Background: an optimization exercise with open tools, aiming at small area. Do not read the settings as production practice. The RTL was checked by simulation tests, not by an equivalence proof against the original design. Power and IR drop assume default switching activity. The clock port is modelled as an ideal driver; clocking choices that lean on that would not hold on a real chip.

run 1:
==> flow/design.v <==
package bin_pkg;
  localparam int unsigned LANES = 8;
  localparam int unsigned PIX_W = 12;
endpackage
module bin_line_buf #(
  parameter int unsigned DEPTH = 60,
  parameter int unsigned DW    = 52
) (
  input  logic          clk,
  input  logic          en,
  input  logic          en_n,
  input  logic          tgl,
  input  logic [DW-1:0] din,
  output logic [DW-1:0] dout
);
  localparam int unsigned N = DEPTH * DW;
  logic [N-1:0] s;
  logic [N-1:0] prev;
  assign prev = {s[N-DW-1:0], din ^ {DW{tgl}}};
  always_ff @(posedge clk) begin
    s <= ~((prev | {N{en_n}}) & (s | {N{en}}));
  end
  assign dout = s[N-1 -: DW] ^ {DW{tgl}};
endmodule
module bin2x2_reduce (
  input  logic         clk,
  input  logic         rst,
  input  logic [95:0]  in_data,
  input  logic         in_valid,
  input  logic         in_sof,
  output logic         in_ready,
  output logic [47:0]  out_data,
  output logic         out_valid,
  output logic         out_eol,
  input  logic         out_ready,
  output logic         sof_err
);
  localparam int unsigned PW = bin_pkg::PIX_W;
  logic       odd_q, odd_d;
  logic [5:0] col_q;
  logic       accept, eff_odd, last;
  logic [5:0] eff_col;
  logic [4*(PW+1)-1:0] h_cur, h_even;
  logic [47:0] bin_pix;
  logic       even_q, out_idle_q;
  logic       accept_n;
  logic       tgl_q;
  assign in_ready = !odd_q || !out_valid || out_ready;
  assign accept   = in_valid && in_ready;
  assign accept_n = !in_valid || (!even_q && !out_idle_q && !out_ready);
  assign eff_odd  = odd_q && !in_sof;
  assign eff_col  = in_sof ? 6'd0 : col_q;
  assign last     = (eff_col == 6'd59);
  assign odd_d    = last ? !eff_odd : eff_odd;
  always_comb begin
    for (int j = 0; j < 4; j++) begin
      logic [PW-1:0] a, b;
      logic [PW:0]   h, e, hc;
      logic [PW+1:0] vc;
      logic [PW+1:0] v;
      a = in_data[2*j*PW +: PW];
      b = in_data[(2*j+1)*PW +: PW];
      e = h_even[j*(PW+1) +: PW+1];
      hc[0] = 1'b0;
      for (int i = 0; i < PW; i++) begin
        h[i]    = a[i] ^ b[i] ^ hc[i];
        hc[i+1] = (a[i] & b[i]) | (hc[i] & (a[i] ^ b[i]));
      end
      h[PW] = hc[PW];
      vc[0] = 1'b0;
      for (int i = 0; i < PW + 1; i++) begin
        v[i]    = e[i] ^ h[i] ^ vc[i];
        vc[i+1] = (e[i] & h[i]) | (vc[i] & (e[i] ^ h[i]));
      end
      v[PW+1] = vc[PW+1];
      h_cur[j*(PW+1) +: PW+1] = h;
      bin_pix[j*PW +: PW]     = v[PW+1:2];
    end
  end
  bin_line_buf #(
    .DEPTH (60),
    .DW    (4 * (PW + 1))
  ) u_line_buf (
    .clk  (clk),
    .en   (accept),
    .en_n (accept_n),
    .tgl  (tgl_q),
    .din  (h_cur),
    .dout (h_even)
  );
  always_ff @(posedge clk) begin
    if (rst) begin
      tgl_q <= 1'b0;
    end else begin
      tgl_q <= !tgl_q;
    end
  end
  always_ff @(posedge clk) begin
    if (rst) begin
      odd_q      <= 1'b0;
      even_q     <= 1'b1;
      col_q      <= '0;
      out_valid  <= 1'b0;
      out_idle_q <= 1'b1;
      out_eol    <= 1'b0;
      sof_err    <= 1'b0;
    end else begin
      if (accept) begin
        odd_q  <= odd_d;
        even_q <= !odd_d;
        col_q  <= last ? 6'd0 : eff_col + 6'd1;
        if (in_sof && (odd_q || col_q != '0)) begin
          sof_err <= 1'b1;
        end
      end
      if (accept && eff_odd) begin
        out_valid  <= 1'b1;
        out_idle_q <= 1'b0;
        out_eol    <= last;
      end else if (out_ready) begin
        out_valid  <= 1'b0;
        out_idle_q <= 1'b1;
        out_eol    <= 1'b0;
      end
    end
  end
  always_ff @(posedge clk) begin
    if (accept && eff_odd) begin
      out_data <= bin_pix;
    end
  end
endmodule
clock: 7.0 ns
lec_check: 0
abc_area: 1
cap_margin: 20
core_margin: 2
core_utilization: 60
cts_cluster_diameter: 150
cts_cluster_size: 25
slew_margin: 20
run.sh (not shown) runs the stock make flow with config.mk's settings and CLKGATE_MAP_FILE= SYNTH_SCRIPT=/design/flow/synth_recipe.tcl, a recipe that flattens the netlist after the stock synthesis.
## Diff of input files: run 2 against run 1
-- flow/config.mk --
<<< run 1, line 9
export CAP_MARGIN = 20
export CORE_MARGIN = 2
export CORE_UTILIZATION = 60
export CTS_CLUSTER_DIAMETER = 150
export CTS_CLUSTER_SIZE = 25
export SLEW_MARGIN = 20
>>> run 2, line 9
export CAP_MARGIN = 20
export CORE_MARGIN = 2
export CORE_UTILIZATION = 40
export CTS_CLUSTER_DIAMETER = 100
export CTS_CLUSTER_SIZE = 30
export SLEW_MARGIN = 20
- Relative to run 1, net switching fraction of the power has increased by 0.59 points in run 2.
- Run 2 vs run 1 — clock buffer instance count of the final layout dropped by more than 10%
- Re sequential share of layout area: run 2 is 0.37 points down on run 1.
- In the metrics for run 1 and run 2, the one carrying the higher global-route usage over all layers is run 1.
- Core util | run 2 vs run 1 | run 2 lower
- The estimated power of run 2 ends up lower than the estimate for run 1.
- Run 2 reports a lower maximum single-stage delay on the critical path than run 1 does.
#### Input delta (run 3 over run 2)
==> flow/config.mk <==
export PLATFORM = sky130hd
export DESIGN_NAME = bin2x2_reduce
export DESIGN_NICKNAME = bin2x2_reduce
export VERILOG_FILES = /design/flow/design.v
export SDC_FILE = /design/flow/constraint.sdc
export NUM_CORES = 4
export LEC_CHECK = 0
export ABC_AREA = 1
export CAP_MARGIN = 0
export CORE_MARGIN = 2
export CORE_UTILIZATION = 60
export CTS_CLUSTER_DIAMETER = 100
export CTS_CLUSTER_SIZE = 30
export SLEW_MARGIN = 0
Notes after the runs:
Of run 2 and run 3, run 3 shows the lower clock tree buffer count of the final layout, with run 2 above it.
Sort run 2 and run 3 by first-pass GRT wire length desc -> top: run 2
Delta (run 3 minus run 2): sequential fraction of total cell area +0.95 points, clock-pin slew of the registers on the worst-case setup and hold paths ~0 delta, worst-case setup margin in the final layout up 38 ps, width of the die went down 18%, worst slew margin relative to its limit grew by 1.2 points.
Of the two values seen for start point of the critical path, in_data[72] was produced by run 2 and in_data[36] by run 3.
Relative to run 3, the following input files were edited for run 4:
==> flow/config.mk <==
export PLATFORM = sky130hd
export DESIGN_NAME = bin2x2_reduce
export DESIGN_NICKNAME = bin2x2_reduce
export VERILOG_FILES = /design/flow/design.v
export SDC_FILE = /design/flow/constraint.sdc
export NUM_CORES = 4
export LEC_CHECK = 0
export ABC_AREA = 1
export CAP_MARGIN = 20
export CORE_MARGIN = 2
export CORE_UTILIZATION = 40
export SLEW_MARGIN = 20
[summary]
Relative to run 3, total inserted antenna cells has increased by 1 in run 4.
sky130_fd_sc_hd__fa_1 as the cell type of the slowest stage on the worst timing path was reported by run 4, and sky130_fd_sc_hd__fa_2 by run 3.
Compared with run 3, in run 4 worst setup slack shows a reduction of 21 ps, relative contribution of the clock network to total power shows an increase of 15 points, critical path required time shows an increase of 100 ps, detailed-routed wire length on met3 shows a reduction of 0.40%.
Global-route usage was lower in the run labelled run 4.
Period utilization: higher on run 4
Summary of the comparison: fraction of power consumed by sequential logic is lower in run 4, relative to run 3.
Of the two candidates, run 3 has the better time the worst path needs with I/O delays and setup and run 4 the worse one.
| starting density of the core | run 4 vs run 3 | 20 points lower |

* * *

== oak ==
Another version of the RTL of bin2x2_reduce (not shown whole).
Size: roughly 7300 cells after synthesis, ~3200 flip-flops, ~150 I/O pins, about 90000 µm² of cells after synthesis.
export LEC_CHECK = 0
export ABC_AREA = 1
export CAP_MARGIN = 0
export CORE_MARGIN = 2
export CORE_UTILIZATION = 60
export CTS_CLUSTER_DIAMETER = 100
export CTS_CLUSTER_SIZE = 34
export GPL_TIMING_DRIVEN = 0
export SLEW_MARGIN = 0
create_clock -name core_clock -period 7.0 [get_ports {clk}]
standard.sh (not shown) runs the stock make flow with config.mk's settings and CLKGATE_MAP_FILE= SYNTH_SCRIPT=/design/flow/synth_recipe.tcl, a recipe that flattens the netlist after the stock synthesis.
==> flow/flow/run.sh <==
#!/bin/bash
# The standard layout, with these changes:
# - synthesis skips the ABC pass inside Yosys's synth command (SYNTH_ARGS=-noabc), so the
#   full adders are extracted from the RTL's plain gates instead of an ABC-restructured
#   netlist (fewer inverters around them); the final ABC mapping still runs;
# - the input and output ports are buffered with the smallest buffer cell.
set -euo pipefail
bash standard.sh SYNTH_ARGS=-noabc REMOVE_ABC_BUFFERS=1 "BUFFER_PORTS_ARGS=-buffer_cell sky130_fd_sc_hd__buf_1" finish > layout_make.log 2>&1
--- input diff oak..pine ---
-- flow/flow/run.sh --
<<< oak, line 2
# The standard layout, with these changes:
>>> pine, line 2
# The standard layout, with two changes:
<<< oak, line 8
bash standard.sh SYNTH_ARGS=-noabc REMOVE_ABC_BUFFERS=1 "BUFFER_PORTS_ARGS=-buffer_cell sky130_fd_sc_hd__buf_1" finish > layout_make.log 2>&1
>>> pine, line 8
bash standard.sh SYNTH_ARGS=-noabc "BUFFER_PORTS_ARGS=-buffer_cell sky130_fd_sc_hd__buf_1" finish > layout_make.log 2>&1
-- flow/config.mk --
<<< oak, line 14
export GPL_TIMING_DRIVEN = 0
>>> pine, line 14
### Flow results
Combinational power ends up lower on pine.
Going from oak to pine, the maximum frequency was found to have gone up by 2.9%.
Diff oak -> pine: routed wire length up 11%, placer congestion estimate up about 16%.
In the reports for pine and oak, the larger logic gate share of total power belongs to oak.
Diff pine and oak: buffer count excluding the clock tree in the final layout lower in pine
In the reports for pine and oak, the smaller part of the total power dissipated in the clock network belongs to oak.
Looking at start point of the critical path, the in_data[24] result is from oak; the in_data[48] one comes from pine.
The following lists how birch was set up differently from pine:
-- flow/config.mk --
<<< pine, line 14
>>> birch, line 14
export GPL_ROUTABILITY_DRIVEN = 0
<<< pine, line 15
>>> birch, line 16
export TNS_END_PERCENT = 5
Findings:
Looking at the reports, birch completed the entire flow and the layout it produced met the timing, design-rule and antenna checks. Standard cell with the maximum stage delay on the critical path = fa_1: pine; standard cell with the maximum stage delay on the critical path = fa_2: birch. pine → birch: number of ordinary and repair buffers in the finished layout shows a reduction of 8; clock network fraction of design power shows a reduction of 0.4 points; clock buffer instance count of the final layout shows a reduction of 0.93%.
Input-level comparison between maple and birch:
-- flow/config.mk --
<<< birch, line 13
export CTS_CLUSTER_SIZE = 34
export GPL_ROUTABILITY_DRIVEN = 0
>>> maple, line 13
export CTS_CLUSTER_SIZE = 30
<<< birch, line 16
export TNS_END_PERCENT = 5
>>> maple, line 15
==> run notes <==
- Re share of the clock period used by the worst path: birch and maple aren't equal, and the lower value belongs to birch.
- Diff birch..maple | total global-route track usage | negligible
- The clock skew in maple sits 0.0041 ns below the value recorded for birch.
- Comparing the two runs side by side, maple comes out behind birch on global-route wire length before repair.
- Of birch and maple, maple shows the higher actual transition at the worst max-transition pin, with birch below it.
- In the route summary, maple ends up with a via count exceeding that of birch.
- Diff birch..maple | count of unique library cells instantiated by Yosys | unchanged
- [compare] base=birch new=maple: register-to-register slack shows an increase of 0.07 ns, wire length shows no meaningful change.
- maple against birch: switching power now sits higher; total power went up.
For cedar, these inputs were changed with respect to maple:
-- flow/config.mk --
<<< maple, line 12
>>> cedar, line 12
export CTS_BUF_LIST = sky130_fd_sc_hd__clkbuf_8 sky130_fd_sc_hd__clkbuf_16
<<< maple, line 13
export CTS_CLUSTER_SIZE = 30
>>> cedar, line 14
export CTS_CLUSTER_SIZE = 34
==> comparison <==
- Delta (cedar minus maple): clock latency on the worst-skew pair ~0 delta, number of optimization iterations in the first detailed-route pass +2, share of power burned in the clock network -0.7 points, fmax ~0 delta.
- Re clock buffer count in the final layout: cedar and maple aren't equal, and the lower value belongs to cedar.
- Diff cedar..maple | number of sequential storage elements | negligible
- Between cedar and maple, the number of non-filler instances in the completed layout does not differ in any meaningful way.

## static timing again, ports no longer ideal
In the flow no input, the clock included, has a driving cell. The finished layouts below were timed again as built, in two steps. Step 1 (the two cells are an assumption about what drives the block):
set clk [get_ports {clk}]
set_driving_cell -lib_cell sky130_fd_sc_hd__clkbuf_16 $clk
set_driving_cell -lib_cell sky130_fd_sc_hd__buf_2 [delete_from_list [all_inputs] $clk]
Step 2 also shifts input and output timing later by t, the mid clock arrival at the registers, as if the neighbouring blocks saw the same clock. Slacks: ideal / step 1 / step 2; pairs: ideal / step 1.
run	shift t [ns]	setup slack, ns	pins driven straight from the clock port
run 1	0.847	0.176 / 0.235 / -0.613	1
run 2	0.878	0.120 / 0.190 / -0.688	1
run 3	0.835	0.158 / 0.217 / -0.617	1
run 4	0.991	0.138 / 0.209 / -0.782	1
oak	0.807	0.094 / 0.148 / -0.659	1
pine	0.823	0.287 / 0.340 / -0.483	1
birch	0.806	0.308 / 0.360 / -0.446	1
maple	0.826	0.287 / 0.340 / -0.486	1
cedar	0.823	0.287 / 0.340 / -0.483	1
With both steps, setup timing fails in every run listed, where it was met with ideal ports. The setup slack of run 4, which loses most, moves by +0.071 ns with the drivers and by -0.920 ns with both steps.
